This is an optimization exercise on Yosys and OpenROAD, whose aim is small area, a short achievable clock period and few clock cycles per item, not a production implementation. For this run, only the layout was checked, not whether the RTL still works.

### design/flow/flow/run.sh
#!/bin/bash
# The standard layout, with the resizer allowed to change cell footprints and asked for
# more setup slack than the constraint needs, so that it shortens the critical paths.
set -euo pipefail
bash standard.sh synth > synth.log 2>&1
bash standard.sh MATCH_CELL_FOOTPRINT=0 SETUP_SLACK_MARGIN=8.5 finish > layout.log 2>&1
### design/flow/standard.sh
#!/bin/bash
# synth_recipe.tcl (not shown) runs the flow's synth.tcl, then flattens the netlist and writes it again
# the make line also repeats each setting of config.mk as NAME=value (left out here)
make -C /OpenROAD-flow-scripts/flow DESIGN_CONFIG=/design/flow/config.mk WORK_HOME=/design/flow/orfs CLKGATE_MAP_FILE= SYNTH_SCRIPT=/design/flow/synth_recipe.tcl "${@:-finish}"
### design/flow/config.mk
export PLATFORM = sky130hd
export DESIGN_NAME = cordic_vector
export DESIGN_NICKNAME = cordic_vector
export VERILOG_FILES = /design/flow/design.v
export SDC_FILE = /design/flow/constraint.sdc
export NUM_CORES = 4
export LEC_CHECK = 0
export CAP_MARGIN = 20
export CORE_MARGIN = 2
export CORE_UTILIZATION = 50
export SLEW_MARGIN = 20
### design/flow/constraint.sdc
create_clock -name core_clock -period 12.0 [get_ports {clk}]
set_input_delay 2.4000 -clock core_clock [delete_from_list [all_inputs] [get_ports {clk}]]
set_output_delay 2.4000 -clock core_clock [all_outputs]
set_load 0.01 [all_outputs]
### design/flow/design.v
module cordic_vector (
  input  logic        clk,
  input  logic        reset,
  input  logic [31:0] x_in,
  input  logic [31:0] y_in,
  input  logic        in_valid,
  output logic        in_ready,
  output logic [31:0] angle,
  output logic [31:0] magnitude,
  output logic        out_valid,
  input  logic        out_ready
);
  function automatic logic [31:0] ztab1(input logic [4:0] ztab1_k);
    ztab1 = (ztab1_k[4] ? (ztab1_k[3] ? (ztab1_k[2] ? (ztab1_k[1] ? (ztab1_k[0] ? 32'hCB4298FC : 32'hAD9631F8) : (ztab1_k[0] ? 32'hBB94DE00 : 32'h9DE876FC)) : (ztab1_k[1] ? (ztab1_k[0] ? 32'hC34D2A58 : 32'hA5A0C354) : (ztab1_k[0] ? 32'hB39F6F5C : 32'h95F30858))) : (ztab1_k[2] ? (ztab1_k[1] ? (ztab1_k[0] ? 32'h620E7CF6 : 32'h446215F2) : (ztab1_k[0] ? 32'h5260C1FA : 32'h34B45AF6)) : (ztab1_k[1] ? (ztab1_k[0] ? 32'h5A190E52 : 32'h3C6CA74E) : (ztab1_k[0] ? 32'h4A6B5356 : 32'h2CBEEC52)))) : (ztab1_k[3] ? (ztab1_k[2] ? (ztab1_k[1] ? (ztab1_k[0] ? 32'hFD868FA5 : 32'hDFDA28A1) : (ztab1_k[0] ? 32'hEDD8D4A9 : 32'hD02C6DA5)) : (ztab1_k[1] ? (ztab1_k[0] ? 32'hF5912101 : 32'hD7E4B9FD) : (ztab1_k[0] ? 32'hE5E36605 : 32'hC836FF01))) : (ztab1_k[2] ? (ztab1_k[1] ? (ztab1_k[0] ? 32'h2FCA864D : 32'h121E1F49) : (ztab1_k[0] ? 32'h201CCB51 : 32'h0270644D)) : (ztab1_k[1] ? (ztab1_k[0] ? 32'h27D517A9 : 32'h0A28B0A5) : (ztab1_k[0] ? 32'h18275CAD : 32'hFA7AF5A9)))));
  endfunction
  function automatic logic [31:0] ztab2(input logic [2:0] ztab2_k);
    ztab2 = (ztab2_k[2] ? (ztab2_k[1] ? (ztab2_k[0] ? 32'h06FE7B7A : 32'h02FFD004) : (ztab2_k[0] ? 32'h04FEA620 : 32'h00FFFAAA)) : (ztab2_k[1] ? (ztab2_k[0] ? 32'h05FE80D0 : 32'h01FFD55A) : (ztab2_k[0] ? 32'h03FEAB76 : 32'h00000000)));
  endfunction
  function automatic logic [31:0] ztab3(input logic [3:0] ztab3_k);
    ztab3 = (ztab3_k[3] ? (ztab3_k[2] ? (ztab3_k[1] ? (ztab3_k[0] ? 32'h00EFFF38 : 32'h006FFFE4) : (ztab3_k[0] ? 32'h00AFFF4E : 32'h002FFFFA)) : (ztab3_k[1] ? (ztab3_k[0] ? 32'h00CFFF3C : 32'h004FFFE8) : (ztab3_k[0] ? 32'h008FFF52 : 32'h000FFFFE))) : (ztab3_k[2] ? (ztab3_k[1] ? (ztab3_k[0] ? 32'h00DFFF3A : 32'h005FFFE6) : (ztab3_k[0] ? 32'h009FFF50 : 32'h001FFFFC)) : (ztab3_k[1] ? (ztab3_k[0] ? 32'h00BFFF3E : 32'h003FFFEA) : (ztab3_k[0] ? 32'h007FFF54 : 32'h00000000))));
  endfunction
  logic en;   
  logic        v0, sx0, sy0;
  logic [31:0] xa0, ya0;
  always_ff @(posedge clk or negedge reset)
    if (!reset) v0 <= 1'b0;
    else if (en) v0 <= in_valid;
  always_ff @(posedge clk) if (en) begin
    sx0 <= x_in[31];
    sy0 <= y_in[31];
    xa0 <= (x_in ^ {32{x_in[31]}}) + {31'b0, x_in[31]};
    ya0 <= (y_in ^ {32{y_in[31]}}) + {31'b0, y_in[31]};
  end
  logic sx1, sy1, m1;
  logic [32:0] x_1_1;
  logic [33:0] y_1_1;
  assign sx1 = sx0;
  assign sy1 = sy0;
  cv_add #(.W(33)) u_x1_0 (.a({1'b0, xa0}), .b({1'b0, ya0}), .ci(1'b0), .s(x_1_1));
  assign m1 = (sx1 == sy1);
  cv_add #(.W(34)) u_y1_0 (.a(({2'b0, xa0} ^ {34{m1}})), .b(({2'b0, ya0} ^ {34{~m1}})), .ci(1'b1), .s(y_1_1));
  logic v1;
  logic [32:0] x1;
  logic [33:0] y1;
  logic [1:0] q1;
  always_ff @(posedge clk or negedge reset)
    if (!reset) v1 <= 1'b0;
    else if (en) v1 <= v0;
  always_ff @(posedge clk) if (en) begin
    x1 <= x_1_1;
    y1 <= y_1_1;
    q1 <= {sx1, sy1};
  end
  logic d1;
  assign d1 = ~y1[33];
  logic [33:0] ye_2_1;
  assign ye_2_1 = y1[33:0];
  logic [32:0] x_2_2;
  cv_add #(.W(33)) u_x2_1 (.a(x1), .b((ye_2_1[33:1] ^ {33{~d1}})), .ci(~d1), .s(x_2_2));
  logic [32:0] xs_2_1;
  assign xs_2_1 = {1'b0, x1[32:1]};
  logic [32:0] y_2_2;
  cv_add #(.W(33)) u_y2_1 (.a(y1[32:0]), .b((xs_2_1 ^ {33{d1}})), .ci(d1), .s(y_2_2));
  logic v2;
  logic [32:0] x2;
  logic [32:0] y2;
  logic [1:0] q2;
  logic [1:1] dd2;
  always_ff @(posedge clk or negedge reset)
    if (!reset) v2 <= 1'b0;
    else if (en) v2 <= v1;
  always_ff @(posedge clk) if (en) begin
    x2 <= x_2_2;
    y2 <= y_2_2;
    q2 <= q1;
    dd2 <= {d1};
  end
  logic d2;
  assign d2 = ~y2[32];
  logic [34:0] ye_3_2;
  assign ye_3_2 = {{2{y2[32]}}, y2};
  logic [32:0] x_3_3;
  cv_add #(.W(33)) u_x3_2 (.a(x2), .b((ye_3_2[34:2] ^ {33{~d2}})), .ci(~d2), .s(x_3_3));
  logic [31:0] xs_3_2;
  assign xs_3_2 = {1'b0, x2[32:2]};
  logic [31:0] y_3_3;
  cv_add #(.W(32)) u_y3_2 (.a(y2[31:0]), .b((xs_3_2 ^ {32{d2}})), .ci(d2), .s(y_3_3));
  logic v3;
  logic [32:0] x3;
  logic [31:0] y3;
  logic [1:0] q3;
  logic [2:1] dd3;
  always_ff @(posedge clk or negedge reset)
    if (!reset) v3 <= 1'b0;
    else if (en) v3 <= v2;
  always_ff @(posedge clk) if (en) begin
    x3 <= x_3_3;
    y3 <= y_3_3;
    q3 <= q2;
    dd3 <= {d2, dd2};
  end
  logic d3;
  assign d3 = ~y3[31];
  logic [35:0] ye_4_3;
  assign ye_4_3 = {{4{y3[31]}}, y3};
  logic [32:0] x_4_4;
  cv_add #(.W(33)) u_x4_3 (.a(x3), .b((ye_4_3[35:3] ^ {33{~d3}})), .ci(~d3), .s(x_4_4));
  logic [30:0] xs_4_3;
  assign xs_4_3 = {1'b0, x3[32:3]};
  logic [30:0] y_4_4;
  cv_add #(.W(31)) u_y4_3 (.a(y3[30:0]), .b((xs_4_3 ^ {31{d3}})), .ci(d3), .s(y_4_4));
  logic v4;
  logic [32:0] x4;
  logic [30:0] y4;
  logic [1:0] q4;
  logic [3:1] dd4;
  always_ff @(posedge clk or negedge reset)
    if (!reset) v4 <= 1'b0;
    else if (en) v4 <= v3;
  always_ff @(posedge clk) if (en) begin
    x4 <= x_4_4;
    y4 <= y_4_4;
    q4 <= q3;
    dd4 <= {d3, dd3};
  end
  logic d4;
  assign d4 = ~y4[30];
  logic [36:0] ye_5_4;
  assign ye_5_4 = {{6{y4[30]}}, y4};
  logic [32:0] x_5_5;
  cv_add #(.W(33)) u_x5_4 (.a(x4), .b((ye_5_4[36:4] ^ {33{~d4}})), .ci(~d4), .s(x_5_5));
  logic [29:0] xs_5_4;
  assign xs_5_4 = {1'b0, x4[32:4]};
  logic [29:0] y_5_5;
  cv_add #(.W(30)) u_y5_4 (.a(y4[29:0]), .b((xs_5_4 ^ {30{d4}})), .ci(d4), .s(y_5_5));
  logic v5;
  logic [32:0] x5;
  logic [29:0] y5;
  logic [1:0] q5;
  logic [4:1] dd5;
  always_ff @(posedge clk or negedge reset)
    if (!reset) v5 <= 1'b0;
    else if (en) v5 <= v4;
  always_ff @(posedge clk) if (en) begin
    x5 <= x_5_5;
    y5 <= y_5_5;
    q5 <= q4;
    dd5 <= {d4, dd4};
  end
  logic d5;
  assign d5 = ~y5[29];
  logic [37:0] ye_6_5;
  assign ye_6_5 = {{8{y5[29]}}, y5};
  logic [32:0] x_6_6;
  cv_add #(.W(33)) u_x6_5 (.a(x5), .b((ye_6_5[37:5] ^ {33{~d5}})), .ci(~d5), .s(x_6_6));
  logic [28:0] xs_6_5;
  assign xs_6_5 = {1'b0, x5[32:5]};
  logic [28:0] y_6_6;
  cv_add #(.W(29)) u_y6_5 (.a(y5[28:0]), .b((xs_6_5 ^ {29{d5}})), .ci(d5), .s(y_6_6));
  logic v6;
  logic [32:0] x6;
  logic [28:0] y6;
  logic [1:0] q6;
  logic [5:1] dd6;
  always_ff @(posedge clk or negedge reset)
    if (!reset) v6 <= 1'b0;
    else if (en) v6 <= v5;
  always_ff @(posedge clk) if (en) begin
    x6 <= x_6_6;
    y6 <= y_6_6;
    q6 <= q5;
    dd6 <= {d5, dd5};
  end
  logic d6;
  assign d6 = ~y6[28];
  logic [38:0] ye_7_6;
  assign ye_7_6 = {{10{y6[28]}}, y6};
  logic [32:0] x_7_7;
  cv_add #(.W(33)) u_x7_6 (.a(x6), .b((ye_7_6[38:6] ^ {33{~d6}})), .ci(~d6), .s(x_7_7));
  logic [27:0] xs_7_6;
  assign xs_7_6 = {1'b0, x6[32:6]};
  logic [27:0] y_7_7;
  cv_add #(.W(28)) u_y7_6 (.a(y6[27:0]), .b((xs_7_6 ^ {28{d6}})), .ci(d6), .s(y_7_7));
  logic v7;
  logic [32:0] x7;
  logic [27:0] y7;
  logic [1:0] q7;
  logic [6:1] dd7;
  always_ff @(posedge clk or negedge reset)
    if (!reset) v7 <= 1'b0;
    else if (en) v7 <= v6;
  always_ff @(posedge clk) if (en) begin
    x7 <= x_7_7;
    y7 <= y_7_7;
    q7 <= q6;
    dd7 <= {d6, dd6};
  end
  logic d7;
  assign d7 = ~y7[27];
  logic [39:0] ye_8_7;
  assign ye_8_7 = {{12{y7[27]}}, y7};
  logic [32:0] x_8_8;
  cv_add #(.W(33)) u_x8_7 (.a(x7), .b((ye_8_7[39:7] ^ {33{~d7}})), .ci(~d7), .s(x_8_8));
  logic [26:0] xs_8_7;
  assign xs_8_7 = {1'b0, x7[32:7]};
  logic [26:0] y_8_8;
  cv_add #(.W(27)) u_y8_7 (.a(y7[26:0]), .b((xs_8_7 ^ {27{d7}})), .ci(d7), .s(y_8_8));
  logic v8;
  logic [32:0] x8;
  logic [26:0] y8;
  logic [1:0] q8;
  logic [7:1] dd8;
  always_ff @(posedge clk or negedge reset)
    if (!reset) v8 <= 1'b0;
    else if (en) v8 <= v7;
  always_ff @(posedge clk) if (en) begin
    x8 <= x_8_8;
    y8 <= y_8_8;
    q8 <= q7;
    dd8 <= {d7, dd7};
  end
  logic d8;
  assign d8 = ~y8[26];
  logic [40:0] ye_9_8;
  assign ye_9_8 = {{14{y8[26]}}, y8};
  logic [32:0] x_9_9;
  cv_add #(.W(33)) u_x9_8 (.a(x8), .b((ye_9_8[40:8] ^ {33{~d8}})), .ci(~d8), .s(x_9_9));
  logic [25:0] xs_9_8;
  assign xs_9_8 = {1'b0, x8[32:8]};
  logic [25:0] y_9_9;
  cv_add #(.W(26)) u_y9_8 (.a(y8[25:0]), .b((xs_9_8 ^ {26{d8}})), .ci(d8), .s(y_9_9));
  logic v9;
  logic [32:0] x9;
  logic [25:0] y9;
  logic [1:0] q9;
  logic [8:1] dd9;
  always_ff @(posedge clk or negedge reset)
    if (!reset) v9 <= 1'b0;
    else if (en) v9 <= v8;
  always_ff @(posedge clk) if (en) begin
    x9 <= x_9_9;
    y9 <= y_9_9;
    q9 <= q8;
    dd9 <= {d8, dd8};
  end
  logic d9;
  assign d9 = ~y9[25];
  logic [41:0] ye_10_9;
  assign ye_10_9 = {{16{y9[25]}}, y9};
  logic [32:0] x_10_10;
  cv_add #(.W(33)) u_x10_9 (.a(x9), .b((ye_10_9[41:9] ^ {33{~d9}})), .ci(~d9), .s(x_10_10));
  logic [24:0] xs_10_9;
  assign xs_10_9 = {1'b0, x9[32:9]};
  logic [24:0] y_10_10;
  cv_add #(.W(25)) u_y10_9 (.a(y9[24:0]), .b((xs_10_9 ^ {25{d9}})), .ci(d9), .s(y_10_10));
  logic v10;
  logic [32:0] x10;
  logic [24:0] y10;
  logic [1:0] q10;
  logic [9:1] dd10;
  always_ff @(posedge clk or negedge reset)
    if (!reset) v10 <= 1'b0;
    else if (en) v10 <= v9;
  always_ff @(posedge clk) if (en) begin
    x10 <= x_10_10;
    y10 <= y_10_10;
    q10 <= q9;
    dd10 <= {d9, dd9};
  end
  logic d10;
  assign d10 = ~y10[24];
  logic [42:0] ye_11_10;
  assign ye_11_10 = {{18{y10[24]}}, y10};
  logic [32:0] x_11_11;
  cv_add #(.W(33)) u_x11_10 (.a(x10), .b((ye_11_10[42:10] ^ {33{~d10}})), .ci(~d10), .s(x_11_11));
  logic [23:0] xs_11_10;
  assign xs_11_10 = {1'b0, x10[32:10]};
  logic [23:0] y_11_11;
  cv_add #(.W(24)) u_y11_10 (.a(y10[23:0]), .b((xs_11_10 ^ {24{d10}})), .ci(d10), .s(y_11_11));
  logic v11;
  logic [32:0] x11;
  logic [23:0] y11;
  logic [1:0] q11;
  logic [10:1] dd11;
  always_ff @(posedge clk or negedge reset)
    if (!reset) v11 <= 1'b0;
    else if (en) v11 <= v10;
  always_ff @(posedge clk) if (en) begin
    x11 <= x_11_11;
    y11 <= y_11_11;
    q11 <= q10;
    dd11 <= {d10, dd10};
  end
  logic d11;
  assign d11 = ~y11[23];
  logic [43:0] ye_12_11;
  assign ye_12_11 = {{20{y11[23]}}, y11};
  logic [32:0] x_12_12;
  cv_add #(.W(33)) u_x12_11 (.a(x11), .b((ye_12_11[43:11] ^ {33{~d11}})), .ci(~d11), .s(x_12_12));
  logic [22:0] xs_12_11;
  assign xs_12_11 = {1'b0, x11[32:11]};
  logic [22:0] y_12_12;
  cv_add #(.W(23)) u_y12_11 (.a(y11[22:0]), .b((xs_12_11 ^ {23{d11}})), .ci(d11), .s(y_12_12));
  logic v12;
  logic [32:0] x12;
  logic [22:0] y12;
  logic [1:0] q12;
  logic [11:1] dd12;
  always_ff @(posedge clk or negedge reset)
    if (!reset) v12 <= 1'b0;
    else if (en) v12 <= v11;
  always_ff @(posedge clk) if (en) begin
    x12 <= x_12_12;
    y12 <= y_12_12;
    q12 <= q11;
    dd12 <= {d11, dd11};
  end
  logic d12;
  assign d12 = ~y12[22];
  logic [44:0] ye_13_12;
  assign ye_13_12 = {{22{y12[22]}}, y12};
  logic [32:0] x_13_13;
  cv_add #(.W(33)) u_x13_12 (.a(x12), .b((ye_13_12[44:12] ^ {33{~d12}})), .ci(~d12), .s(x_13_13));
  logic [21:0] xs_13_12;
  assign xs_13_12 = {1'b0, x12[32:12]};
  logic [21:0] y_13_13;
  cv_add #(.W(22)) u_y13_12 (.a(y12[21:0]), .b((xs_13_12 ^ {22{d12}})), .ci(d12), .s(y_13_13));
  logic v13;
  logic [32:0] x13;
  logic [21:0] y13;
  logic [1:0] q13;
  logic [12:1] dd13;
  always_ff @(posedge clk or negedge reset)
    if (!reset) v13 <= 1'b0;
    else if (en) v13 <= v12;
  always_ff @(posedge clk) if (en) begin
    x13 <= x_13_13;
    y13 <= y_13_13;
    q13 <= q12;
    dd13 <= {d12, dd12};
  end
  logic d13;
  assign d13 = ~y13[21];
  logic [45:0] ye_14_13;
  assign ye_14_13 = {{24{y13[21]}}, y13};
  logic [32:0] x_14_14;
  cv_add #(.W(33)) u_x14_13 (.a(x13), .b((ye_14_13[45:13] ^ {33{~d13}})), .ci(~d13), .s(x_14_14));
  logic [20:0] xs_14_13;
  assign xs_14_13 = {1'b0, x13[32:13]};
  logic [20:0] y_14_14;
  cv_add #(.W(21)) u_y14_13 (.a(y13[20:0]), .b((xs_14_13 ^ {21{d13}})), .ci(d13), .s(y_14_14));
  logic v14;
  logic [32:0] x14;
  logic [20:0] y14;
  logic [1:0] q14;
  logic [13:1] dd14;
  always_ff @(posedge clk or negedge reset)
    if (!reset) v14 <= 1'b0;
    else if (en) v14 <= v13;
  always_ff @(posedge clk) if (en) begin
    x14 <= x_14_14;
    y14 <= y_14_14;
    q14 <= q13;
    dd14 <= {d13, dd13};
  end
  logic d14;
  assign d14 = ~y14[20];
  logic [46:0] ye_15_14;
  assign ye_15_14 = {{26{y14[20]}}, y14};
  logic [32:0] x_15_15;
  cv_add #(.W(33)) u_x15_14 (.a(x14), .b((ye_15_14[46:14] ^ {33{~d14}})), .ci(~d14), .s(x_15_15));
  logic [19:0] xs_15_14;
  assign xs_15_14 = {1'b0, x14[32:14]};
  logic [19:0] y_15_15;
  cv_add #(.W(20)) u_y15_14 (.a(y14[19:0]), .b((xs_15_14 ^ {20{d14}})), .ci(d14), .s(y_15_15));
  logic v15;
  logic [32:0] x15;
  logic [19:0] y15;
  logic [1:0] q15;
  logic [14:1] dd15;
  always_ff @(posedge clk or negedge reset)
    if (!reset) v15 <= 1'b0;
    else if (en) v15 <= v14;
  always_ff @(posedge clk) if (en) begin
    x15 <= x_15_15;
    y15 <= y_15_15;
    q15 <= q14;
    dd15 <= {d14, dd14};
  end
  logic d15;
  assign d15 = ~y15[19];
  logic [47:0] ye_16_15;
  assign ye_16_15 = {{28{y15[19]}}, y15};
  logic [32:0] x_16_16;
  cv_add #(.W(33)) u_x16_15 (.a(x15), .b((ye_16_15[47:15] ^ {33{~d15}})), .ci(~d15), .s(x_16_16));
  logic [18:0] xs_16_15;
  assign xs_16_15 = {1'b0, x15[32:15]};
  logic [18:0] y_16_16;
  cv_add #(.W(19)) u_y16_15 (.a(y15[18:0]), .b((xs_16_15 ^ {19{d15}})), .ci(d15), .s(y_16_16));
  logic v16;
  logic [32:0] x16;
  logic [18:0] y16;
  logic [1:0] q16;
  logic [15:1] dd16;
  always_ff @(posedge clk or negedge reset)
    if (!reset) v16 <= 1'b0;
    else if (en) v16 <= v15;
  always_ff @(posedge clk) if (en) begin
    x16 <= x_16_16;
    y16 <= y_16_16;
    q16 <= q15;
    dd16 <= {d15, dd15};
  end
  logic d16;
  assign d16 = ~y16[18];
  logic [48:0] ye_17_16;
  assign ye_17_16 = {{30{y16[18]}}, y16};
  logic [32:0] x_17_17;
  cv_add #(.W(33)) u_x17_16 (.a(x16), .b((ye_17_16[48:16] ^ {33{~d16}})), .ci(~d16), .s(x_17_17));
  logic [17:0] xs_17_16;
  assign xs_17_16 = {1'b0, x16[32:16]};
  logic [17:0] y_17_17;
  cv_add #(.W(18)) u_y17_16 (.a(y16[17:0]), .b((xs_17_16 ^ {18{d16}})), .ci(d16), .s(y_17_17));
  logic v17;
  logic [32:0] x17;
  logic [17:0] y17;
  logic [1:0] q17;
  logic [16:1] dd17;
  always_ff @(posedge clk or negedge reset)
    if (!reset) v17 <= 1'b0;
    else if (en) v17 <= v16;
  always_ff @(posedge clk) if (en) begin
    x17 <= x_17_17;
    y17 <= y_17_17;
    q17 <= q16;
    dd17 <= {d16, dd16};
  end
  logic d17;
  assign d17 = ~y17[17];
  logic [16:0] xs_18_17;
  assign xs_18_17 = {1'b0, x17[32:17]};
  logic [16:0] y_18_18;
  cv_add #(.W(17)) u_y18_17 (.a(y17[16:0]), .b((xs_18_17 ^ {17{d17}})), .ci(d17 ^ 1'b0), .s(y_18_18));
  logic [3:0] c_18_18;
  assign c_18_18 = {3'b0, ~d17};
  logic v18;
  logic [32:0] x18;
  logic [16:0] y18;
  logic [3:0] c18;
  logic [1:0] q18;
  logic [17:1] dd18;
  always_ff @(posedge clk or negedge reset)
    if (!reset) v18 <= 1'b0;
    else if (en) v18 <= v17;
  always_ff @(posedge clk) if (en) begin
    x18 <= x17;
    y18 <= y_18_18;
    c18 <= c_18_18;
    q18 <= q17;
    dd18 <= {d17, dd17};
  end
  logic d18;
  assign d18 = ~y18[16];
  logic [4:0] l4_19_18;
  assign l4_19_18 = {1'b0, x18[3:0]} + {1'b0, c18};
  logic cy_19_18;
  assign cy_19_18 = (&x18[17:4]) & l4_19_18[4];
  logic [15:0] xs_19_18;
  assign xs_19_18 = {1'b0, x18[32:18]};
  logic [15:0] y_19_19;
  cv_add #(.W(16)) u_y19_18 (.a(y18[15:0]), .b((xs_19_18 ^ {16{d18}})), .ci(d18 ^ cy_19_18), .s(y_19_19));
  logic [3:0] c_19_19;
  assign c_19_19 = c18 + {3'b0, ~d18};
  logic v19;
  logic [32:0] x19;
  logic [15:0] y19;
  logic [3:0] c19;
  logic [1:0] q19;
  logic [18:1] dd19;
  always_ff @(posedge clk or negedge reset)
    if (!reset) v19 <= 1'b0;
    else if (en) v19 <= v18;
  always_ff @(posedge clk) if (en) begin
    x19 <= x18;
    y19 <= y_19_19;
    c19 <= c_19_19;
    q19 <= q18;
    dd19 <= {d18, dd18};
  end
  logic d19;
  assign d19 = ~y19[15];
  logic [4:0] l4_20_19;
  assign l4_20_19 = {1'b0, x19[3:0]} + {1'b0, c19};
  logic cy_20_19;
  assign cy_20_19 = (&x19[18:4]) & l4_20_19[4];
  logic [14:0] xs_20_19;
  assign xs_20_19 = {1'b0, x19[32:19]};
  logic [14:0] y_20_20;
  cv_add #(.W(15)) u_y20_19 (.a(y19[14:0]), .b((xs_20_19 ^ {15{d19}})), .ci(d19 ^ cy_20_19), .s(y_20_20));
  logic [3:0] c_20_20;
  assign c_20_20 = c19 + {3'b0, ~d19};
  logic v20;
  logic [32:0] x20;
  logic [14:0] y20;
  logic [3:0] c20;
  logic [1:0] q20;
  logic [19:1] dd20;
  always_ff @(posedge clk or negedge reset)
    if (!reset) v20 <= 1'b0;
    else if (en) v20 <= v19;
  always_ff @(posedge clk) if (en) begin
    x20 <= x19;
    y20 <= y_20_20;
    c20 <= c_20_20;
    q20 <= q19;
    dd20 <= {d19, dd19};
  end
  logic d20;
  assign d20 = ~y20[14];
  logic [4:0] l4_21_20;
  assign l4_21_20 = {1'b0, x20[3:0]} + {1'b0, c20};
  logic cy_21_20;
  assign cy_21_20 = (&x20[19:4]) & l4_21_20[4];
  logic [13:0] xs_21_20;
  assign xs_21_20 = {1'b0, x20[32:20]};
  logic [13:0] y_21_21;
  cv_add #(.W(14)) u_y21_20 (.a(y20[13:0]), .b((xs_21_20 ^ {14{d20}})), .ci(d20 ^ cy_21_20), .s(y_21_21));
  logic [3:0] c_21_21;
  assign c_21_21 = c20 + {3'b0, ~d20};
  logic v21;
  logic [32:0] x21;
  logic [13:0] y21;
  logic [3:0] c21;
  logic [1:0] q21;
  logic [20:1] dd21;
  always_ff @(posedge clk or negedge reset)
    if (!reset) v21 <= 1'b0;
    else if (en) v21 <= v20;
  always_ff @(posedge clk) if (en) begin
    x21 <= x20;
    y21 <= y_21_21;
    c21 <= c_21_21;
    q21 <= q20;
    dd21 <= {d20, dd20};
  end
  logic d21;
  assign d21 = ~y21[13];
  logic [4:0] l4_22_21;
  assign l4_22_21 = {1'b0, x21[3:0]} + {1'b0, c21};
  logic cy_22_21;
  assign cy_22_21 = (&x21[20:4]) & l4_22_21[4];
  logic [12:0] xs_22_21;
  assign xs_22_21 = {1'b0, x21[32:21]};
  logic [12:0] y_22_22;
  cv_add #(.W(13)) u_y22_21 (.a(y21[12:0]), .b((xs_22_21 ^ {13{d21}})), .ci(d21 ^ cy_22_21), .s(y_22_22));
  logic [3:0] c_22_22;
  assign c_22_22 = c21 + {3'b0, ~d21};
  logic v22;
  logic [32:0] x22;
  logic [12:0] y22;
  logic [3:0] c22;
  logic [1:0] q22;
  logic [21:1] dd22;
  always_ff @(posedge clk or negedge reset)
    if (!reset) v22 <= 1'b0;
    else if (en) v22 <= v21;
  always_ff @(posedge clk) if (en) begin
    x22 <= x21;
    y22 <= y_22_22;
    c22 <= c_22_22;
    q22 <= q21;
    dd22 <= {d21, dd21};
  end
  logic d22;
  assign d22 = ~y22[12];
  logic [4:0] l4_23_22;
  assign l4_23_22 = {1'b0, x22[3:0]} + {1'b0, c22};
  logic cy_23_22;
  assign cy_23_22 = (&x22[21:4]) & l4_23_22[4];
  logic [11:0] xs_23_22;
  assign xs_23_22 = {1'b0, x22[32:22]};
  logic [11:0] y_23_23;
  cv_add #(.W(12)) u_y23_22 (.a(y22[11:0]), .b((xs_23_22 ^ {12{d22}})), .ci(d22 ^ cy_23_22), .s(y_23_23));
  logic [3:0] c_23_23;
  assign c_23_23 = c22 + {3'b0, ~d22};
  logic v23;
  logic [32:0] x23;
  logic [11:0] y23;
  logic [3:0] c23;
  logic [1:0] q23;
  logic [22:1] dd23;
  always_ff @(posedge clk or negedge reset)
    if (!reset) v23 <= 1'b0;
    else if (en) v23 <= v22;
  always_ff @(posedge clk) if (en) begin
    x23 <= x22;
    y23 <= y_23_23;
    c23 <= c_23_23;
    q23 <= q22;
    dd23 <= {d22, dd22};
  end
  logic d23;
  assign d23 = ~y23[11];
  logic [4:0] l4_24_23;
  assign l4_24_23 = {1'b0, x23[3:0]} + {1'b0, c23};
  logic cy_24_23;
  assign cy_24_23 = (&x23[22:4]) & l4_24_23[4];
  logic [10:0] xs_24_23;
  assign xs_24_23 = {1'b0, x23[32:23]};
  logic [10:0] y_24_24;
  cv_add #(.W(11)) u_y24_23 (.a(y23[10:0]), .b((xs_24_23 ^ {11{d23}})), .ci(d23 ^ cy_24_23), .s(y_24_24));
  logic [3:0] c_24_24;
  assign c_24_24 = c23 + {3'b0, ~d23};
  logic v24;
  logic [32:0] x24;
  logic [10:0] y24;
  logic [3:0] c24;
  logic [1:0] q24;
  logic [23:1] dd24;
  always_ff @(posedge clk or negedge reset)
    if (!reset) v24 <= 1'b0;
    else if (en) v24 <= v23;
  always_ff @(posedge clk) if (en) begin
    x24 <= x23;
    y24 <= y_24_24;
    c24 <= c_24_24;
    q24 <= q23;
    dd24 <= {d23, dd23};
  end
  logic d24;
  assign d24 = ~y24[10];
  logic [4:0] l4_25_24;
  assign l4_25_24 = {1'b0, x24[3:0]} + {1'b0, c24};
  logic cy_25_24;
  assign cy_25_24 = (&x24[23:4]) & l4_25_24[4];
  logic [9:0] xs_25_24;
  assign xs_25_24 = {1'b0, x24[32:24]};
  logic [9:0] y_25_25;
  cv_add #(.W(10)) u_y25_24 (.a(y24[9:0]), .b((xs_25_24 ^ {10{d24}})), .ci(d24 ^ cy_25_24), .s(y_25_25));
  logic [3:0] c_25_25;
  assign c_25_25 = c24 + {3'b0, ~d24};
  logic v25;
  logic [32:0] x25;
  logic [9:0] y25;
  logic [3:0] c25;
  logic [1:0] q25;
  logic [24:1] dd25;
  always_ff @(posedge clk or negedge reset)
    if (!reset) v25 <= 1'b0;
    else if (en) v25 <= v24;
  always_ff @(posedge clk) if (en) begin
    x25 <= x24;
    y25 <= y_25_25;
    c25 <= c_25_25;
    q25 <= q24;
    dd25 <= {d24, dd24};
  end
  logic d25;
  assign d25 = ~y25[9];
  logic [4:0] l4_26_25;
  assign l4_26_25 = {1'b0, x25[3:0]} + {1'b0, c25};
  logic cy_26_25;
  assign cy_26_25 = (&x25[24:4]) & l4_26_25[4];
  logic [8:0] xs_26_25;
  assign xs_26_25 = {1'b0, x25[32:25]};
  logic [8:0] y_26_26;
  cv_add #(.W(9)) u_y26_25 (.a(y25[8:0]), .b((xs_26_25 ^ {9{d25}})), .ci(d25 ^ cy_26_25), .s(y_26_26));
  logic [3:0] c_26_26;
  assign c_26_26 = c25 + {3'b0, ~d25};
  logic v26;
  logic [32:0] x26;
  logic [8:0] y26;
  logic [3:0] c26;
  logic [1:0] q26;
  logic [25:1] dd26;
  always_ff @(posedge clk or negedge reset)
    if (!reset) v26 <= 1'b0;
    else if (en) v26 <= v25;
  always_ff @(posedge clk) if (en) begin
    x26 <= x25;
    y26 <= y_26_26;
    c26 <= c_26_26;
    q26 <= q25;
    dd26 <= {d25, dd25};
  end
  logic d26;
  assign d26 = ~y26[8];
  logic [4:0] l4_27_26;
  assign l4_27_26 = {1'b0, x26[3:0]} + {1'b0, c26};
  logic cy_27_26;
  assign cy_27_26 = (&x26[25:4]) & l4_27_26[4];
  logic [8:0] xs_27_26;
  assign xs_27_26 = {2'b0, x26[32:26]};
  logic [8:0] y_27_27;
  cv_add #(.W(9)) u_y27_26 (.a(y26[8:0]), .b((xs_27_26 ^ {9{d26}})), .ci(d26 ^ cy_27_26), .s(y_27_27));
  logic [3:0] c_27_27;
  assign c_27_27 = c26 + {3'b0, ~d26};
  logic v27;
  logic [32:0] x27;
  logic [8:0] y27;
  logic [3:0] c27;
  logic [1:0] q27;
  logic [26:1] dd27;
  always_ff @(posedge clk or negedge reset)
    if (!reset) v27 <= 1'b0;
    else if (en) v27 <= v26;
  always_ff @(posedge clk) if (en) begin
    x27 <= x26;
    y27 <= y_27_27;
    c27 <= c_27_27;
    q27 <= q26;
    dd27 <= {d26, dd26};
  end
  logic d27;
  assign d27 = ~y27[8];
  logic [4:0] l4_28_27;
  assign l4_28_27 = {1'b0, x27[3:0]} + {1'b0, c27};
  logic cy_28_27;
  assign cy_28_27 = (&x27[26:4]) & l4_28_27[4];
  logic [8:0] xs_28_27;
  assign xs_28_27 = {3'b0, x27[32:27]};
  logic [8:0] y_28_28;
  cv_add #(.W(9)) u_y28_27 (.a(y27[8:0]), .b((xs_28_27 ^ {9{d27}})), .ci(d27 ^ cy_28_27), .s(y_28_28));
  logic [3:0] c_28_28;
  assign c_28_28 = c27 + {3'b0, ~d27};
  logic v28;
  logic [32:0] x28;
  logic [8:0] y28;
  logic [3:0] c28;
  logic [1:0] q28;
  logic [27:1] dd28;
  always_ff @(posedge clk or negedge reset)
    if (!reset) v28 <= 1'b0;
    else if (en) v28 <= v27;
  always_ff @(posedge clk) if (en) begin
    x28 <= x27;
    y28 <= y_28_28;
    c28 <= c_28_28;
    q28 <= q27;
    dd28 <= {d27, dd27};
  end
  logic d28;
  assign d28 = ~y28[8];
  logic [4:0] l4_29_28;
  assign l4_29_28 = {1'b0, x28[3:0]} + {1'b0, c28};
  logic cy_29_28;
  assign cy_29_28 = (&x28[27:4]) & l4_29_28[4];
  logic [8:0] xs_29_28;
  assign xs_29_28 = {4'b0, x28[32:28]};
  logic [8:0] y_29_29;
  cv_add #(.W(9)) u_y29_28 (.a(y28[8:0]), .b((xs_29_28 ^ {9{d28}})), .ci(d28 ^ cy_29_28), .s(y_29_29));
  logic [3:0] c_29_29;
  assign c_29_29 = c28 + {3'b0, ~d28};
  logic v29;
  logic [32:0] x29;
  logic [8:0] y29;
  logic [3:0] c29;
  logic [1:0] q29;
  logic [28:1] dd29;
  always_ff @(posedge clk or negedge reset)
    if (!reset) v29 <= 1'b0;
    else if (en) v29 <= v28;
  always_ff @(posedge clk) if (en) begin
    x29 <= x28;
    y29 <= y_29_29;
    c29 <= c_29_29;
    q29 <= q28;
    dd29 <= {d28, dd28};
  end
  logic d29;
  assign d29 = ~y29[8];
  logic [4:0] l4_30_29;
  assign l4_30_29 = {1'b0, x29[3:0]} + {1'b0, c29};
  logic cy_30_29;
  assign cy_30_29 = (&x29[28:4]) & l4_30_29[4];
  logic [8:0] xs_30_29;
  assign xs_30_29 = {5'b0, x29[32:29]};
  logic [8:0] y_30_30;
  cv_add #(.W(9)) u_y30_29 (.a(y29[8:0]), .b((xs_30_29 ^ {9{d29}})), .ci(d29 ^ cy_30_29), .s(y_30_30));
  logic [3:0] c_30_30;
  assign c_30_30 = c29 + {3'b0, ~d29};
  logic v30;
  logic [32:0] x30;
  logic [8:0] y30;
  logic [3:0] c30;
  logic [1:0] q30;
  logic [29:1] dd30;
  always_ff @(posedge clk or negedge reset)
    if (!reset) v30 <= 1'b0;
    else if (en) v30 <= v29;
  always_ff @(posedge clk) if (en) begin
    x30 <= x29;
    y30 <= y_30_30;
    c30 <= c_30_30;
    q30 <= q29;
    dd30 <= {d29, dd29};
  end
  logic d30;
  assign d30 = ~y30[8];
  logic [4:0] l4_31_30;
  assign l4_31_30 = {1'b0, x30[3:0]} + {1'b0, c30};
  logic cy_31_30;
  assign cy_31_30 = (&x30[29:4]) & l4_31_30[4];
  logic [8:0] xs_31_30;
  assign xs_31_30 = {6'b0, x30[32:30]};
  logic [8:0] y_31_31;
  cv_add #(.W(9)) u_y31_30 (.a(y30[8:0]), .b((xs_31_30 ^ {9{d30}})), .ci(d30 ^ cy_31_30), .s(y_31_31));
  logic [3:0] c_31_31;
  assign c_31_31 = c30 + {3'b0, ~d30};
  logic v31;
  logic [32:0] x31;
  logic [8:0] y31;
  logic [3:0] c31;
  logic [1:0] q31;
  logic [29:1] dd31;
  always_ff @(posedge clk or negedge reset)
    if (!reset) v31 <= 1'b0;
    else if (en) v31 <= v30;
  always_ff @(posedge clk) if (en) begin
    x31 <= x30;
    y31 <= y_31_31;
    c31 <= c_31_31;
    q31 <= q30;
    dd31 <= {dd30};
  end
  logic d31;
  assign d31 = ~y31[8];
  logic [4:0] l4_32_31;
  assign l4_32_31 = {1'b0, x31[3:0]} + {1'b0, c31};
  logic cy_32_31;
  assign cy_32_31 = (&x31[30:4]) & l4_32_31[4];
  logic [3:0] c_32_32;
  assign c_32_32 = c31 + {3'b0, ~d31};
  logic v32;
  logic [32:0] x32;
  logic [3:0] c32;
  logic [1:0] q32;
  logic [29:1] dd32;
  always_ff @(posedge clk or negedge reset)
    if (!reset) v32 <= 1'b0;
    else if (en) v32 <= v31;
  always_ff @(posedge clk) if (en) begin
    x32 <= x31;
    c32 <= c_32_32;
    q32 <= q31;
    dd32 <= {dd31};
  end
  logic [55:0] pp0;
  assign pp0 = ~({23'b0, x32} << 0);
  logic [55:0] pp3;
  assign pp3 = ~({23'b0, x32} << 3);
  logic [55:0] pp7;
  assign pp7 = {23'b0, x32} << 7;
  logic [55:0] pp9;
  assign pp9 = {23'b0, x32} << 9;
  logic [55:0] pp11;
  assign pp11 = ~({23'b0, x32} << 11);
  logic [55:0] pp14;
  assign pp14 = ~({23'b0, x32} << 14);
  logic [55:0] pp17;
  assign pp17 = ~({23'b0, x32} << 17);
  logic [55:0] pp20;
  assign pp20 = {23'b0, x32} << 20;
  logic [55:0] pp22;
  assign pp22 = {23'b0, x32} << 22;
  logic [55:0] ppc;
  assign ppc = (c32[3] ? (c32[2] ? (c32[1] ? (c32[0] ? 56'h000000048DECFE : 56'h00000004403287) : (c32[0] ? 56'h00000003F27810 : 56'h00000003A4BD99)) : (c32[1] ? (c32[0] ? 56'h00000003570322 : 56'h000000030948AB) : (c32[0] ? 56'h00000002BB8E34 : 56'h000000026DD3BD))) : (c32[2] ? (c32[1] ? (c32[0] ? 56'h00000002201946 : 56'h00000001D25ECF) : (c32[0] ? 56'h0000000184A458 : 56'h0000000136E9E1)) : (c32[1] ? (c32[0] ? 56'h00000000E92F6A : 56'h000000009B74F3) : (c32[0] ? 56'h000000004DBA7C : 56'h00000000000005))));
  logic [55:0] pm_s0_0, pm_c0_0;
  assign pm_s0_0 = pp0 ^ pp3 ^ pp7;
  assign pm_c0_0 = ((pp0 & pp3) | (pp0 & pp7) | (pp3 & pp7)) << 1;
  logic [55:0] pm_s0_3, pm_c0_3;
  assign pm_s0_3 = pp9 ^ pp11 ^ pp14;
  assign pm_c0_3 = ((pp9 & pp11) | (pp9 & pp14) | (pp11 & pp14)) << 1;
  logic [55:0] pm_s0_6, pm_c0_6;
  assign pm_s0_6 = pp17 ^ pp20 ^ pp22;
  assign pm_c0_6 = ((pp17 & pp20) | (pp17 & pp22) | (pp20 & pp22)) << 1;
  logic [55:0] pm_s1_0, pm_c1_0;
  assign pm_s1_0 = pm_s0_0 ^ pm_c0_0 ^ pm_s0_3;
  assign pm_c1_0 = ((pm_s0_0 & pm_c0_0) | (pm_s0_0 & pm_s0_3) | (pm_c0_0 & pm_s0_3)) << 1;
  logic [55:0] pm_s1_3, pm_c1_3;
  assign pm_s1_3 = pm_c0_3 ^ pm_s0_6 ^ pm_c0_6;
  assign pm_c1_3 = ((pm_c0_3 & pm_s0_6) | (pm_c0_3 & pm_c0_6) | (pm_s0_6 & pm_c0_6)) << 1;
  logic [55:0] pm_s2_0, pm_c2_0;
  assign pm_s2_0 = pm_s1_0 ^ pm_c1_0 ^ pm_s1_3;
  assign pm_c2_0 = ((pm_s1_0 & pm_c1_0) | (pm_s1_0 & pm_s1_3) | (pm_c1_0 & pm_s1_3)) << 1;
  logic [55:0] pm_s3_0, pm_c3_0;
  assign pm_s3_0 = pm_s2_0 ^ pm_c2_0 ^ pm_c1_3;
  assign pm_c3_0 = ((pm_s2_0 & pm_c2_0) | (pm_s2_0 & pm_c1_3) | (pm_c2_0 & pm_c1_3)) << 1;
  logic [55:0] pm_s4_0, pm_c4_0;
  assign pm_s4_0 = pm_s3_0 ^ pm_c3_0 ^ ppc;
  assign pm_c4_0 = ((pm_s3_0 & pm_c3_0) | (pm_s3_0 & ppc) | (pm_c3_0 & ppc)) << 1;
  logic [8:0] plo;
  assign plo = {1'b0, pm_s4_0[7:0]} + {1'b0, pm_c4_0[7:0]};
  logic [31:0] mag_n, ang_n, zsum;
  logic [31:0] zt1, zt2, zt3, zb;
  assign zt1 = ztab1({q32, dd32[3:1]});
  assign zt2 = ztab2(dd32[6:4]);
  assign zt3 = ztab3(dd32[10:7]);
  assign zb = {12'b0, dd32[11], dd32[12], dd32[13], dd32[14], dd32[15], dd32[16], dd32[17],
                 dd32[18], dd32[19], dd32[20], dd32[21], dd32[22], dd32[23], dd32[24],
                 dd32[25], dd32[26], dd32[27], dd32[28], dd32[29], 1'b1};
  logic [31:0] zs_s0_0, zs_c0_0;
  assign zs_s0_0 = zt1 ^ zt2 ^ zt3;
  assign zs_c0_0 = ((zt1 & zt2) | (zt1 & zt3) | (zt2 & zt3)) << 1;
  logic [31:0] zs_s1_0, zs_c1_0;
  assign zs_s1_0 = zs_s0_0 ^ zs_c0_0 ^ zb;
  assign zs_c1_0 = ((zs_s0_0 & zs_c0_0) | (zs_s0_0 & zb) | (zs_c0_0 & zb)) << 1;
  logic vm, mc, zf;
  logic [55:8] ma, mb;
  logic [31:0] zha, zhb;
  always_ff @(posedge clk or negedge reset)
    if (!reset) vm <= 1'b0;
    else if (en) vm <= v32;
  always_ff @(posedge clk) if (en) begin
    ma <= pm_s4_0[55:8];
    mb <= pm_c4_0[55:8];
    mc <= plo[8];
    zha <= zs_s1_0;
    zhb <= zs_c1_0;
    zf <= (x32 == 33'd0);
  end
  logic [55:8] phi;
  assign phi = ma + mb + {47'b0, mc};
  assign mag_n = (phi[55:54] != 2'b00) ? 32'h7FFFFFFF : {1'b0, phi[53:23]};
  assign zsum = zha + zhb;
  assign ang_n = zf ? 32'h0 : zsum;
  logic        rv, kv;
  logic [31:0] ra, rm, ka, km;
  logic        take, incoming, load_r;
  assign en       = ~kv;
  assign take     = rv & out_ready;
  assign incoming = en & vm;
  assign load_r   = ~rv | take;
  logic        rv_d, kv_d, rdy;
  always_comb begin
    rv_d = rv;
    kv_d = kv;
    if (kv) begin
      if (take) kv_d = 1'b0;
    end else if (incoming) begin
      if (load_r) rv_d = 1'b1;
      else kv_d = 1'b1;
    end else if (take) begin
      rv_d = 1'b0;
    end
  end
  always_ff @(posedge clk or negedge reset)
    if (!reset) begin
      rv  <= 1'b0;
      kv  <= 1'b0;
      rdy <= 1'b1;
    end else begin
      rv  <= rv_d;
      kv  <= kv_d;
      rdy <= ~kv_d;
    end
  always_ff @(posedge clk) begin
    if (kv ? take : load_r) begin
      ra <= kv ? ka : ang_n;
      rm <= kv ? km : mag_n;
    end
    if (~kv) begin   
      ka <= ang_n;
      km <= mag_n;
    end
  end
  assign in_ready  = rdy;
  assign out_valid = rv;
  assign angle     = ra;
  assign magnitude = rm;
endmodule
module cv_add #(
  parameter int W = 8
) (
  input  logic [W-1:0] a,
  input  logic [W-1:0] b,
  input  logic         ci,
  output logic [W-1:0] s
);
  localparam int L = (W > 1) ? $clog2(W) : 1;
  logic [(L+1)*W-1:0] g, p;
  assign p[W-1:0] = a ^ b;
  assign g[W-1:0] = (a & b) | {{(W-1){1'b0}}, (a[0] ^ b[0]) & ci};
  for (genvar l = 0; l < L; l++) begin : g_lvl
    for (genvar i = 0; i < W; i++) begin : g_bit
      if ((i >> l) & 1) begin : g_op
        localparam int J = ((i >> (l + 1)) << (l + 1)) + (1 << l) - 1;
        assign g[(l+1)*W+i] = g[l*W+i] | (p[l*W+i] & g[l*W+J]);
        assign p[(l+1)*W+i] = p[l*W+i] & p[l*W+J];
      end else begin : g_pass
        assign g[(l+1)*W+i] = g[l*W+i];
        assign p[(l+1)*W+i] = p[l*W+i];
      end
    end
  end
  if (W > 1) begin : g_sum
    assign s = p[W-1:0] ^ {g[L*W +: W-1], ci};
  end else begin : g_sum1
    assign s = p[0] ^ ci;
  end
endmodule
==> summary.txt <==
[path summary, 6_finish.rpt]
path | start | to | slack [ns] | cells past startpoint
setup / recovery | x24[1]$_DFFE_PN_ | y25[9]$_DFFE_PN_ | 7.94 | 20
hold / removal | dd28[2]$_DFFE_PN_ | dd29[2]$_DFFE_PN_ | 0.39 | 0
setup reg to reg | x24[1]$_DFFE_PN_ | y25[9]$_DFFE_PN_ | 7.94 | 20
hold reg to reg | dd28[2]$_DFFE_PN_ | dd29[2]$_DFFE_PN_ | 0.39 | 0
max in group asynchronous | reset | rdy$_DFF_PN1_ | 9.73 | 2
min in group asynchronous | reset | v11$_DFFE_PN0N_ | 1.92 | 2
[area by class of cell]
class                      instances  area (um2)
tap                             3743        4680
sequential                      2650       78800
clock buffer                     362        7860
timing repair buffer             968        9590
clock inverter                   180        1840
inverter                        1134        4350
multi-input combinational       6723       63200
fill                           21900      112000
antenna                            6        15.0
[cells in the final DEF (no fill, tap or decap), types with 110 or more instances in the layout]
cell type	n
xnor2_1	1090
xor2_1	544
buf_6	174
nor3_1	136
fa_2	111
nand3_1	136
o21ai_0	155
nand2b_1	110
nor2_1	482
nor2b_1	118
edfxtp_1	2549
o21a_1	170
clkbuf_16	347
inv_1	1059
a21oi_1	314
a21o_1	186
nand4_1	140
buf_4	561
ha_1	1019
nand2_1	266
fa_1	373
[kinds of logic after synthesis]
family | share of synthesized area
buffers and inverters | 0.0355
multiplexers | 0.00673
adder cells (fa/ha/maj) | 0.162
AO/OA/AOI/OAI | 0.0677
XOR/XNOR | 0.108
flip-flops | 0.554
AND/OR/NAND/NOR | 0.0664
[metrics by stage]
stage,hold WS (ns),util
3_5_place_dp,0.405,0.523
3_3_place_gp,0.400,0.523
6_report,0.391,0.603
4_1_cts,0.393,0.582
2_1_floorplan,0.400,-
5_1_grt,0.399,0.603
[repair_timing]
item	4_1_cts	5_1_grt
resized for setup	1032	700
buffers inserted	401	325
pin swaps	463	523
gates cloned	32	18
endpoints found under the setup margin	1575	701
[per-layer routing]
metal  share of wire  track usage  wire length, um  vias to the layer above
met5        0.000087            0               27                        -
met4           0.031       0.0654             9660                        4
met3           0.041       0.0282            12700                      503
met2            0.50        0.357           154000                     1548
met1            0.43        0.267           132000                    41200
li1                -            -                -                    40100
[worst register-to-register path: stages, from the launching register on]
cell      delay [ns]
edfxtp_1        0.39
ha_1            0.30
a31o_2          0.24
a21o_1          0.19
a21oi_2         0.18
nor4_4          0.06
xnor2_2         0.14
fa_2            0.38
fa_2            0.39
inv_2           0.06
a21o_1          0.12
a21oi_2         0.07
nor2b_1         0.11
o21ai_1         0.07
nand2b_1        0.11
and2_4          0.15
o21a_1          0.14
nor2_2          0.05
fa_2            0.37
xnor2_2         0.15
xnor2_1         0.13
==> reports/metrics.csv <==
metric,value,unit
status,no timing/DRC/antenna violations,
DRT Pass-1 Iters,6,
slack of the critical path,7.94,ns
layout cells sized above 1,0.193,
Syn Nets,12300,
Area contributors post-synth,"edfxtp_1, ha_1, xnor2_1",
Die Height,537,um
Post-synth EDFFs,2549,
CP max-delay cell,edfxtp_1,
port bufs,133,
GRT Util Overall,0.206,
wire per inst,19.6,um
DP Area,148000,um2
die area,288000,um2
number of max-cap violations,0,
core area,283000,um2
setup violators final,0,
starting density of the core,0.503,
Ports,134,
leading registers by flop count,"ma (48), mb (48)",
critical path class,reg2reg,
crit path time final,4.06,ns
register area share after synthesis,0.554,
Via density,5.29,
vias in the first global route,84800,
initial antenna violation count,13,
leading area contributor after synthesis,edfxtp_1,
Main synth FF type,edfxtp_1,
final hold violations,0,
row cnt,195,
Layout Skew,0.0662,ns
f_max,0.246,GHz
TritonCTS Sinks,2650,
Worst-Margin Slew,1.10,ns
largest net degree at the start of global routing,176,
setup_tns,0,ns
Area Growth Syn to Fin,19.9,%
CTS tree,built,
H-tree depth,5,
clock input transition at the sequential cells of the worst setup and hold paths,0.06,ns
Layout Nets,13400,
most frequent cell after synthesis,edfxtp_1,
Slew Limit Fails,0,
post-synthesis async set-or-reset flop share,0.0140,
Syn Area/Cell,13.3,um2
Detailed Route Iter0 Violations,5083,
DP HPWL,210000,um
Final Cycle Share,0.338,
fin area,170000,um2
Die X,537,um
Synth top area share,0.539,
dpl cells,14400,
synth cell count leaders,"edfxtp_1, xnor2_1, inv_1",
"Remaining Overflow, GRT",0,
slowest cell delay on critical path,0.39,ns
"Buf+Inv Stages, Crit Path",1,
relative max-transition margin,0.270,
Hold Crit Class,reg2reg,
#FFs+latches synth,2650,
routability congestion estimate,0.851,
Syn. warnings,1,
post-place setup slack,6.04,ns
CP dominant cell by count,fa_2,
Gate Count Post-Synth,10700,
CP max FO,2,
first-pass GRT wire length,467000,um
via count,83300,
Critical Path End Type,flip-flop,
Worst EP arrival,4.71,ns
clock latency on the worst-skew pair,0.91,ns
"Hold-fix buffers, CTS",0,
CTS buffer count,298,
fin cells,15800,
clk root buf,clkbuf_16,
unrepaired setup endpoints after global routing,true,
Worst setup SP type,flip-flop,
synthesized area,142000,um2
final WL,309000,um
Antenna Nets Post-Route,0,
Crit path max-delay family,adder cells,
Critical Path RT,12.65,ns
CP Cell Sequence,"ha_1, a31o_2, a21o_1, a21oi_2, nor4_4, xnor2_2, fa_2, fa_2, inv_2, a21o_1, a21oi_2, nor2b_1, o21ai_1, nand2b_1, and2_4, o21a_1, nor2_2, fa_2, xnor2_2, xnor2_1",
DRC viols,0,
post-synth cell types,90,
clock buffer depth,4,

what the ideal ports hide:
How much do the figures lean on ideal ports? The routed layout below was timed once more, with nothing changed but the port constraints.
Step 1, drivers: a clkbuf_16 drives clk and a buf_2 each remaining input, both assumed.
Step 2 also shifts input and output timing later by t, the mid clock arrival at the registers, as if the neighbouring blocks saw the same clock.
a / b / c = ideal / step 1 / step 2; a / b = the first two.
t (ns): 0.969
slack for setup (ns): 7.939 / 7.939 / 7.171
hold slack, ns: 0.391 / 0.391 / 0.391
worst setup path after step 2: input to register
After both steps this run still meets setup and hold. For this run, drivers alone change the setup slack by 0.000 ns; drivers and shift together by -0.768 ns.
